Context: an optimization exercise on an open-source flow, tuned for small area, a short achievable clock period and few clock cycles. The choices shown serve that exercise and are no tape-out recipe.
Function was checked by simulation only, so behaviour that the tests miss may differ from the original.
Power is estimated from default activity; no workload was simulated.

## flow/run.sh

```bash
#!/bin/bash
# synth_recipe.tcl (not shown) runs the flow's synth.tcl, then flattens the netlist and writes it again
# the make line also repeats each setting of config.mk as NAME=value (left out here)
make -C /OpenROAD-flow-scripts/flow DESIGN_CONFIG=/design/flow/config.mk WORK_HOME=/design/flow/orfs CLKGATE_MAP_FILE= SYNTH_SCRIPT=/design/flow/synth_recipe.tcl finish
```

## flow/config.mk

```make
export PLATFORM = sky130hd
export DESIGN_NAME = cnn_engine
export DESIGN_NICKNAME = cnn_engine
export VERILOG_FILES = /design/flow/design.v
export SDC_FILE = /design/flow/constraint.sdc
export NUM_CORES = 4
export LEC_CHECK = 0
export CAP_MARGIN = 40
export CORE_MARGIN = 2
export CORE_UTILIZATION = 40
export SLEW_MARGIN = 20
```

## flow/constraint.sdc

```tcl
create_clock -name core_clock -period 10.0 [get_ports {clk}]
set_input_delay 2.0000 -clock core_clock [delete_from_list [all_inputs] [get_ports {clk}]]
set_output_delay 2.0000 -clock core_clock [all_outputs]
set_load 0.01 [all_outputs]
```

## flow/design.v

```verilog
`default_nettype none
package cnn_cfg_pkg;
	localparam int lanes      = 4;   
	localparam int lane_w     = 2;   
	localparam int data_w     = 8;   
	localparam int acc_w      = 20;  
	localparam int fm_depth   = 16;  
	localparam int fm_addr_w  = 4;
	localparam int bank_depth = 16;  
	localparam int wt_depth   = 48;  
	localparam int wt_addr_w  = 6;
	localparam int layer_count = 3;
	localparam int layer_w     = 2;  
	localparam logic [1:0] op_mac_relu = 2'd0;  
	localparam logic [1:0] op_mac      = 2'd1;  
	localparam logic [1:0] op_max      = 2'd2;  
	localparam int cfg_w = 8;
	function automatic logic [cfg_w-1:0] layer_table(input logic [layer_w-1:0] n);
		case (n)
			2'd0:    layer_table = {op_mac_relu, 4'd8,  2'd0};  
			2'd1:    layer_table = {op_mac,      4'd15, 2'd1};  
			default: layer_table = {op_max,      4'd8,  2'd2};  
		endcase
	endfunction
endpackage
`default_nettype wire
`default_nettype none
module cnn_engine (
	input  wire        clk,
	input  wire        reset,
	input  wire        start,
	input  wire [12:0] fm_wr,
	input  wire [16:0] wt_wr,
	output wire [24:0] res,
	output wire        busy,
	output wire        done
);
	reg        fw_q;
	reg [3:0]  fa_q;
	reg [7:0]  fd_q;
	reg        ww_q;
	reg [1:0]  wl_q;
	reg [5:0]  wa_q;
	reg [7:0]  wd_q;
	always @(posedge clk) begin
		fw_q <= fm_wr[12];
		fa_q <= fm_wr[11:8];
		fd_q <= fm_wr[7:0];
		ww_q <= wt_wr[16];
		wl_q <= wt_wr[15:14];
		wa_q <= wt_wr[13:8];
		wd_q <= wt_wr[7:0];
	end
	reg [7:0] fm [0:15];
	always @(posedge clk) begin
		if (fw_q)
			fm[fa_q] <= fd_q;
	end
	reg        sv;       
	reg [3:0]  cnt;      
	reg        busy_q;
	reg        mphase;   
	reg        mdone;    
	reg        out_act;
	reg        ostart;   
	reg [3:0]  oc;       
	reg        done_q;
	reg        res_v;
	reg [3:0]  res_ll;   
	reg [19:0] res_val;
	wire sum_wt  = ww_q && (((wa_q[5:4] == 2'd0) && (wa_q[3:0] < 4'd9)) || (wa_q[5:4] == 2'd1));
	wire restart = reset || sum_wt;
	wire accept  = start && !busy_q && !reset;
	wire incl      = sv || (fa_q < cnt);  
	wire iss_delta = !restart && fw_q && incl;
	wire iss_rec   = !restart && !fw_q && !sv;
	wire iss_max   = !restart && !fw_q && sv && busy_q && !mdone;
	wire ymax      = !fw_q && sv && busy_q;  
	always @(posedge clk) begin
		if (restart) begin
			sv  <= 1'b0;
			cnt <= 4'd0;
		end else if (iss_rec) begin
			cnt <= cnt + 4'd1;
			if (cnt == 4'd15)
				sv <= 1'b1;
		end else if (iss_max) begin
			cnt <= cnt + 4'd1;
		end else if (accept && sv) begin
			cnt <= 4'd0;
		end
	end
	always @(posedge clk) begin
		if (reset || accept) begin
			mphase <= 1'b0;
			mdone  <= 1'b0;
		end else if (iss_max) begin
			mphase <= 1'b1;
			if (cnt == 4'd7)
				mdone <= 1'b1;
		end
	end
	wire [7:0] f_d = fm[fa_q];
	wire [7:0] f_c = fm[cnt];
	wire [3:0] idx = fw_q ? fa_q : cnt;
	wire [8:0] x0_n = fw_q ? ({fd_q[7], fd_q} - {f_d[7], f_d}) : {f_c[7], f_c};
	wire [8:0] x1_n = ymax ? {fm[8][7], fm[8]} : x0_n;
	reg signed [8:0] x0_q;
	reg signed [8:0] x1_q;
	reg       t1_v0, t1_v1, t1_mx, t1_first;
	reg       t2_v0, t2_v1, t2_mx, t2_first;
	always @(posedge clk) begin
		x0_q <= x0_n;
		x1_q <= x1_n;
		t1_first <= (cnt == 4'd0);
		t2_first <= t1_first;
		if (restart) begin
			t1_v0 <= 1'b0;
			t1_v1 <= 1'b0;
			t1_mx <= 1'b0;
			t2_v0 <= 1'b0;
			t2_v1 <= 1'b0;
			t2_mx <= 1'b0;
		end else begin
			t1_v0 <= (iss_delta && (fa_q < 4'd9)) || (iss_rec && (cnt < 4'd9));
			t1_v1 <= iss_delta || iss_rec;
			t1_mx <= iss_max;
			t2_v0 <= t1_v0;
			t2_v1 <= t1_v1;
			t2_mx <= t1_mx;
		end
	end
	wire [19:0] s0   [0:3];
	wire [19:0] s1   [0:3];
	wire [15:0] mx   [0:3];
	wire [19:0] s0n0;
	wire [15:0] mxn0;
	genvar g;
	generate
		for (g = 0; g < 4; g = g + 1) begin : g_lane
			reg [7:0] w0 [0:8];
			reg [7:0] w1 [0:15];
			reg [7:0] w2 [0:8];
			wire wsel = ww_q && (wl_q == g);
			always @(posedge clk) begin
				if (wsel && (wa_q[5:4] == 2'd0) && (wa_q[3:0] < 4'd9))
					w0[wa_q[3:0]] <= wd_q;
				if (wsel && (wa_q[5:4] == 2'd1))
					w1[wa_q[3:0]] <= wd_q;
				if (wsel && (wa_q[5:4] == 2'd2) && (wa_q[3:0] < 4'd9))
					w2[wa_q[3:0]] <= wd_q;
			end
			reg signed [7:0] y0_q;
			reg signed [7:0] y1_q;
			always @(posedge clk) begin
				y0_q <= ymax ? w2[cnt[2:0]] : w0[idx];
				y1_q <= ymax ? w2[8] : w1[idx];
			end
			reg signed [15:0] p0_q;
			reg signed [15:0] p1_q;
			always @(posedge clk) begin
				p0_q <= x0_q * y0_q;
				p1_q <= x1_q * y1_q;
			end
			reg signed [19:0] s0_q;
			reg signed [19:0] s1_q;
			reg signed [15:0] mx_q;
			wire signed [15:0] cmp_b = t2_first ? p1_q : mx_q;
			wire signed [15:0] mx_n  = (p0_q > cmp_b) ? p0_q : cmp_b;
			wire signed [19:0] s0_n  = s0_q + p0_q;
			always @(posedge clk) begin
				if (restart) begin
					s0_q <= 20'sd0;
					s1_q <= 20'sd0;
				end else begin
					if (t2_v0)
						s0_q <= s0_n;
					if (t2_v1)
						s1_q <= s1_q + p1_q;
				end
				if (t2_mx)
					mx_q <= mx_n;
			end
			assign s0[g] = s0_q;
			assign s1[g] = s1_q;
			assign mx[g] = mx_q;
			if (g == 0) begin : g_byp
				assign s0n0 = t2_v0 ? s0_n : s0_q;
				assign mxn0 = t2_mx ? mx_n : mx_q;
			end
		end
	endgenerate
	wire sums_ready = sv && !fw_q && !t1_v0 && !t1_v1 && !restart;
	wire go         = busy_q && !ostart && sums_ready && mphase;
	reg [19:0] sel_val;
	always @(*) begin
		case (oc[3:2])
			2'd0:    sel_val = s0[oc[1:0]][19] ? 20'd0 : s0[oc[1:0]];
			2'd1:    sel_val = s1[oc[1:0]];
			default: sel_val = (oc[1:0] == 2'd0) ? {{4{mxn0[15]}}, mxn0}
				: {{4{mx[oc[1:0]][15]}}, mx[oc[1:0]]};
		endcase
	end
	always @(posedge clk) begin
		if (reset) begin
			busy_q  <= 1'b0;
			out_act <= 1'b0;
			done_q  <= 1'b0;
			res_v   <= 1'b0;
			oc      <= 4'd0;
			ostart  <= 1'b0;
		end else begin
			if (accept)
				ostart <= 1'b0;
			else if (go)
				ostart <= 1'b1;
			if (accept)
				busy_q <= 1'b1;
			else if (done_q)
				busy_q <= 1'b0;
			done_q <= out_act && (oc == 4'd11);
			res_v  <= go || out_act;
			if (go) begin
				out_act <= 1'b1;
				oc      <= 4'd1;
			end else if (out_act) begin
				oc <= oc + 4'd1;
				if (oc == 4'd11)
					out_act <= 1'b0;
			end
		end
	end
	always @(posedge clk) begin
		if (go) begin
			res_ll  <= 4'd0;
			res_val <= s0n0[19] ? 20'd0 : s0n0;
		end else begin
			res_ll  <= oc;
			res_val <= sel_val;
		end
	end
	assign res  = {res_v, res_ll, res_val};
	assign busy = busy_q;
	assign done = done_q;
endmodule
`default_nettype wire
```

==> summary.log <==
qor: logic_synthesis.yosys.cell_types.count 85
qor: logic_synthesis.syn-num-nets 8413
qor: logic_synthesis.syn-instance-count 7442
qor: worst_setup_path.data_arrival_time_at_the_worst_slack_endpoint 5.77 ns
qor: worst_setup_path.worstReg2RegEnd g_lane[2].p0_q[14]
qor: routing.sum_of_routed_wire_length_over_all_layers 240900 µm
qor: clock_tree.ctsResizeCount 0
qor: outcome.result_of_the_run complete, no violations
qor: floorplan.fp.dieW 489.4 µm
qor: routing.route.antenna.remaining_nets 0
qor: job.cap_viol_max_count 0
qor: clock_tree.clkTransAtPathRegs 0.07 ns
qor: floorplan.core.rowCount 178
qor: worst_setup_path.critPathCaptureType register
qor: place.pre_cts_ws 5.030 ns
qor: worst_setup_path.worst-path-max-fanout 21
qor: logic_synthesis.synth-edff-count 1264
qor: clock_tree.later_pin_clock_latency_in_the_skew_report 0.85 ns
qor: min_path.startpoint_of_the_tightest_hold_check_path t1_first
qor: pwr.leakagePower 40.64 nW
qor: clock_tree.clockBufferDepth 3
qor: place.dp_hpwl 167600 µm
qor: timing.rsz0062_at_grt no
qor: timing.period_minus_slack 5.021 ns
qor: timing.setup_slack 4.979 ns
qor: global_route.grt_pass1_wl 364000 µm
qor: worst_setup_path.critical_path_slowest_stage_cell sky130_fd_sc_hd__dfxtp_1
qor: logic_synthesis.synth.cell_area 0.09424 mm²
qor: clock_tree.htree_levels 4
qor: floorplan.fp.dieH 489.4 µm
qor: worst_setup_path.criticalPathCategory register to register
qor: worst_setup_path.critPathLaunch x0_q[5]
qor: timing.maxClockFrequency 0.1992 GHz
qor: timing.setup-violations-final 0
qor: clock_tree.postCtsSetupBuffers 0
qor: clock_tree.root_buffer_selected_by_cts sky130_fd_sc_hd__clkbuf_16
qor: routing.detail_routed_via_count_per_cell 5.328
qor: timing.setup_total_negative_slack 0 ns
qor: routing.drtPass1Iterations 8
qor: timing.skew 0.08631 ns
qor: logic_synthesis.yosys_warnings 1
qor: worst_setup_path.timing.critical_path.to g_lane[2].p0_q[14]
qor: min_path.holdCritPathClass register to register
qor: worst_setup_path.cp_data_required_time 10.75 ns
qor: pwr.p_per_area 276.2 mW/mm²
qor: logic_synthesis.synth.yosys.seq_area_share 50.22%
qor: timing.tightestPinTransition 0.9617 ns
qor: finish.post_route_cells_drive_above_1_share 11.43%
qor: global_route.largest_net_degree_at_the_start_of_global_routing 135
qor: pwr.power.ir.vdd_worst 0.0001927 V
qor: global_route.grt_antenna_before_repair 14
qor: clock_tree.tritoncts_buffers 185
qor: finish.finalCoreUtilization 44.92%
qor: worst_setup_path.timing.critical_path.from_type register
qor: global_route.number_of_global_route_vias_before_repair 58230
qor: global_route.track_usage 20.09%
qor: logic_synthesis.ys.flop_type sky130_fd_sc_hd__edfxtp_1
qor: global_route.overflow 0
qor: timing.slew_headroom 35.21%
qor: routing.wl_per_cell 22.28 µm
qor: timing.finalHoldViolCount 0
qor: place.replace_congestion 0.9011
qor: logic_synthesis.postSynthAreaPerCell 12.66 µm²
qor: floorplan.ioPinCount 60
qor: worst_setup_path.worst_path_dominant_cell_family adder cells
qor: timing.final.period_utilization 50.21%
qor: floorplan.initial_core_util 40.15%
qor: timing.final-max-slew-violation-count 0
qor: place.placedCellCount 10421
qor: logic_synthesis.synth_seq_cells 1732
qor: worst_setup_path.critical_path_depth 19
qor: routing.dr.first_iter.drc_count 4968
qor: worst_setup_path.regToRegSetupSlack 4.98 ns
qor: routing.vias 57586
qor: worst_setup_path.timing.critical_path.cells buf_4 -> nand2_1 -> fa_1 -> fa_1 -> inv_1 -> fa_1 -> inv_1 -> fa_1 -> inv_1 -> ha_1 -> o21ai_0 -> a21boi_0 -> o21ai_0 -> a21boi_0 -> o21a_1 -> o21ai_0 -> nand2b_1 -> a21oi_1 -> xnor2_1
qor: clock_tree.cts_hold_buffers 0
qor: worst_setup_path.regToRegStartpoint x0_q[5]
qor: finish.layout-area-overhead-vs-synth 11.90%
qor: finish.design_area 0.1054 mm²
qor: logic_synthesis.async_reset_ff_share 0%
qor: worst_setup_path.most_common_cell_on_crit_path sky130_fd_sc_hd__fa_1
qor: place.place_area 0.09864 mm²
qor: clock_tree.clock_tree_from_tritoncts yes
qor: routing.drc 0
qor: worst_setup_path.cp_num_buf_inv 4
qor: place.io_buffer_count 59
qor: finish.final_cells 10808
qor: clock_tree.tritoncts_num_sinks 1732
qor: floorplan.floorplan.core_area 0.2347 mm²
qor: worst_setup_path.rr_worst_depth 19
qor: floorplan.die_area 0.2395 mm²
qor: finish.final_nets 8468
qor: worst_setup_path.critical-path-max-stage-delay 0.55 ns
==> kinds of logic after synthesis <==
logic type               count (synthesis)  share of synthesized area [%]
flip-flops                            1732                          50.22
XOR/XNOR                               251                          2.333
AO/OA/AOI/OAI                          937                          6.599
multiplexers                           605                          10.91
buffers and inverters                 1101                          4.472
adder cells (fa/ha/maj)                938                          16.22
AND/OR/NAND/NOR                       1878                          9.249
==> registers in the layout, summed over array words and instances, names as in the netlist, 6 cells and up, named ones only <==
| name | count |
|---|---|
| fd_q | 8 |
| fm | 128 |
| g_lane.mx_q | 64 |
| g_lane.p0_q | 64 |
| g_lane.p1_q | 64 |
| g_lane.s0_q | 80 |
| g_lane.s1_q | 80 |
| g_lane.w0 | 288 |
| g_lane.w1 | 512 |
| g_lane.w2 | 288 |
| g_lane.y0_q | 32 |
| g_lane.y1_q | 32 |
| res_val | 20 |
| wa_q | 6 |
| wd_q | 8 |
| x0_q | 9 |
| x1_q | 9 |
==> Yosys cell counts (all sizes together) (22+ instances only) <==
cell type | number | area share (%)
edfxtp | 1264 | 40
inv | 752 | 3.0
nand2 | 629 | 2.5
nor2 | 528 | 2.1
fa | 473 | 10
dfxtp | 468 | 9.9
ha | 465 | 6.2
and2 | 340 | 2.3
mux4 | 336 | 8.0
o21ai | 288 | 1.5
clkbuf | 269 | 1.1
mux2i | 257 | 2.7
xnor2 | 194 | 1.8
a21oi | 189 | 1.0
nand2b | 83 | 0.55
buf | 79 | 0.40
nand3 | 78 | 0.41
nor3 | 74 | 0.39
o211ai | 69 | 0.61
a21o | 66 | 0.53
nor2b | 57 | 0.38
xor2 | 57 | 0.53
o21a | 43 | 0.34
a211oi | 41 | 0.33
a222oi | 40 | 0.42
a21boi | 29 | 0.23
a22o | 29 | 0.27
nand4 | 22 | 0.15
==> where the power goes <==
group	internal (mW)	switching [mW]	total, mW	leakage, nW
Combinational	5.77	7.06	12.8	22.3
Clock	4.08	3.01	7.08	3.11
Sequential	8.35	0.860	9.21	15.2
==> area by class of cell <==
class,instances,area (µm²)
diodes,3,7.507
inverters,753,2826
fillers,21164,129300
repair buffers,216,2101
well taps,3150,3941
clock inverters,112,1299
multi-input cells,4609,42820
flip-flops and latches,1732,47380
clock buffers,233,5075
==> worst min path at each step <==
stage / endpoint / slack (ns) / cells after the start
floorplan: t2_first / 0.31 / 0
global placement: t2_first / 0.31 / 0
detailed placement: t2_first / 0.32 / 0
CTS: t2_first / 0.33 / 0
global route: t2_first / 0.35 / 0
finish: t2_first / 0.33 / 0
==> metal layers <==
layer  track usage [%]  vias up  share of wire (%)
li1                  -    26383                  -
met1             27.89    29177                 44
met2             32.48     1718                 47
met3             2.964      308                6.1
met4             6.370        0                3.2
met5                 0        -                  0
==> per-stage QoR <==
step | power (mW) | hold slack (ns)
2_1_floorplan | 18.77 | 0.3096
3_3_place_gp | 21.90 | 0.3136
3_5_place_dp | 22.20 | 0.3238
4_1_cts | 29.36 | 0.3338
5_1_grt | 31.42 | 0.3478
6_report | 29.12 | 0.3339
==> placed cells by master (no fill, tap or decap), types with 20 or more instances in the layout <==
| cell type | netlist | layout |
|---|---|---|
| sky130_fd_sc_hd__a211oi_1 | 41 | 41 |
| sky130_fd_sc_hd__a21boi_0 | 27 | 27 |
| sky130_fd_sc_hd__a21o_1 | 66 | 65 |
| sky130_fd_sc_hd__a21oi_1 | 187 | 186 |
| sky130_fd_sc_hd__a222oi_1 | 40 | 40 |
| sky130_fd_sc_hd__a22o_1 | 29 | 29 |
| sky130_fd_sc_hd__and2_1 | 340 | 340 |
| sky130_fd_sc_hd__buf_4 | 1 | 132 |
| sky130_fd_sc_hd__clkbuf_1 | 268 | 26 |
| sky130_fd_sc_hd__clkbuf_16 | 0 | 189 |
| sky130_fd_sc_hd__clkdlybuf4s50_1 | 0 | 59 |
| sky130_fd_sc_hd__clkinv_2 | 0 | 44 |
| sky130_fd_sc_hd__dfxtp_1 | 468 | 451 |
| sky130_fd_sc_hd__edfxtp_1 | 1264 | 1264 |
| sky130_fd_sc_hd__fa_1 | 473 | 473 |
| sky130_fd_sc_hd__ha_1 | 465 | 462 |
| sky130_fd_sc_hd__inv_1 | 751 | 751 |
| sky130_fd_sc_hd__mux2i_1 | 257 | 254 |
| sky130_fd_sc_hd__mux4_2 | 336 | 336 |
| sky130_fd_sc_hd__nand2_1 | 629 | 628 |
| sky130_fd_sc_hd__nand2b_1 | 83 | 83 |
| sky130_fd_sc_hd__nand3_1 | 78 | 77 |
| sky130_fd_sc_hd__nand4_1 | 22 | 22 |
| sky130_fd_sc_hd__nor2_1 | 528 | 526 |
| sky130_fd_sc_hd__nor2b_1 | 57 | 56 |
| sky130_fd_sc_hd__nor3_1 | 74 | 70 |
| sky130_fd_sc_hd__o211ai_1 | 58 | 58 |
| sky130_fd_sc_hd__o21a_1 | 43 | 43 |
| sky130_fd_sc_hd__o21ai_0 | 277 | 275 |
| sky130_fd_sc_hd__o21bai_1 | 20 | 20 |
| sky130_fd_sc_hd__xnor2_1 | 194 | 194 |
| sky130_fd_sc_hd__xor2_1 | 57 | 57 |
Testbench counts, summed over its fixed seeds: cycles 2,976.

## what the ideal ports hide
In the flow no input, the clock included, has a driving cell. The finished layout below was timed again as built, in two steps.
Step 1, drivers: a clkbuf_16 drives clk and a buf_2 each remaining input, both assumed.
Step 2, shift: input delay + t, output delay - t, t = (earliest + latest rising clock arrival at the registers) / 2. This alone moves slack from input paths to output paths.
Three values: ideal ports, drivers, drivers and shift; two values: the first two.
shift t [ns]: 0.894
setup WS [ns]: 4.979 / 4.979 / 4.979
hold WS [ns]: 0.334 / 0.334 / 0.334
worst setup path at the end: register to register
cell pins on the clock port's net: 1
After both steps this run still meets setup and hold. The setup slack of this run moves by 0.000 ns with the drivers and by 0.000 ns with both steps.
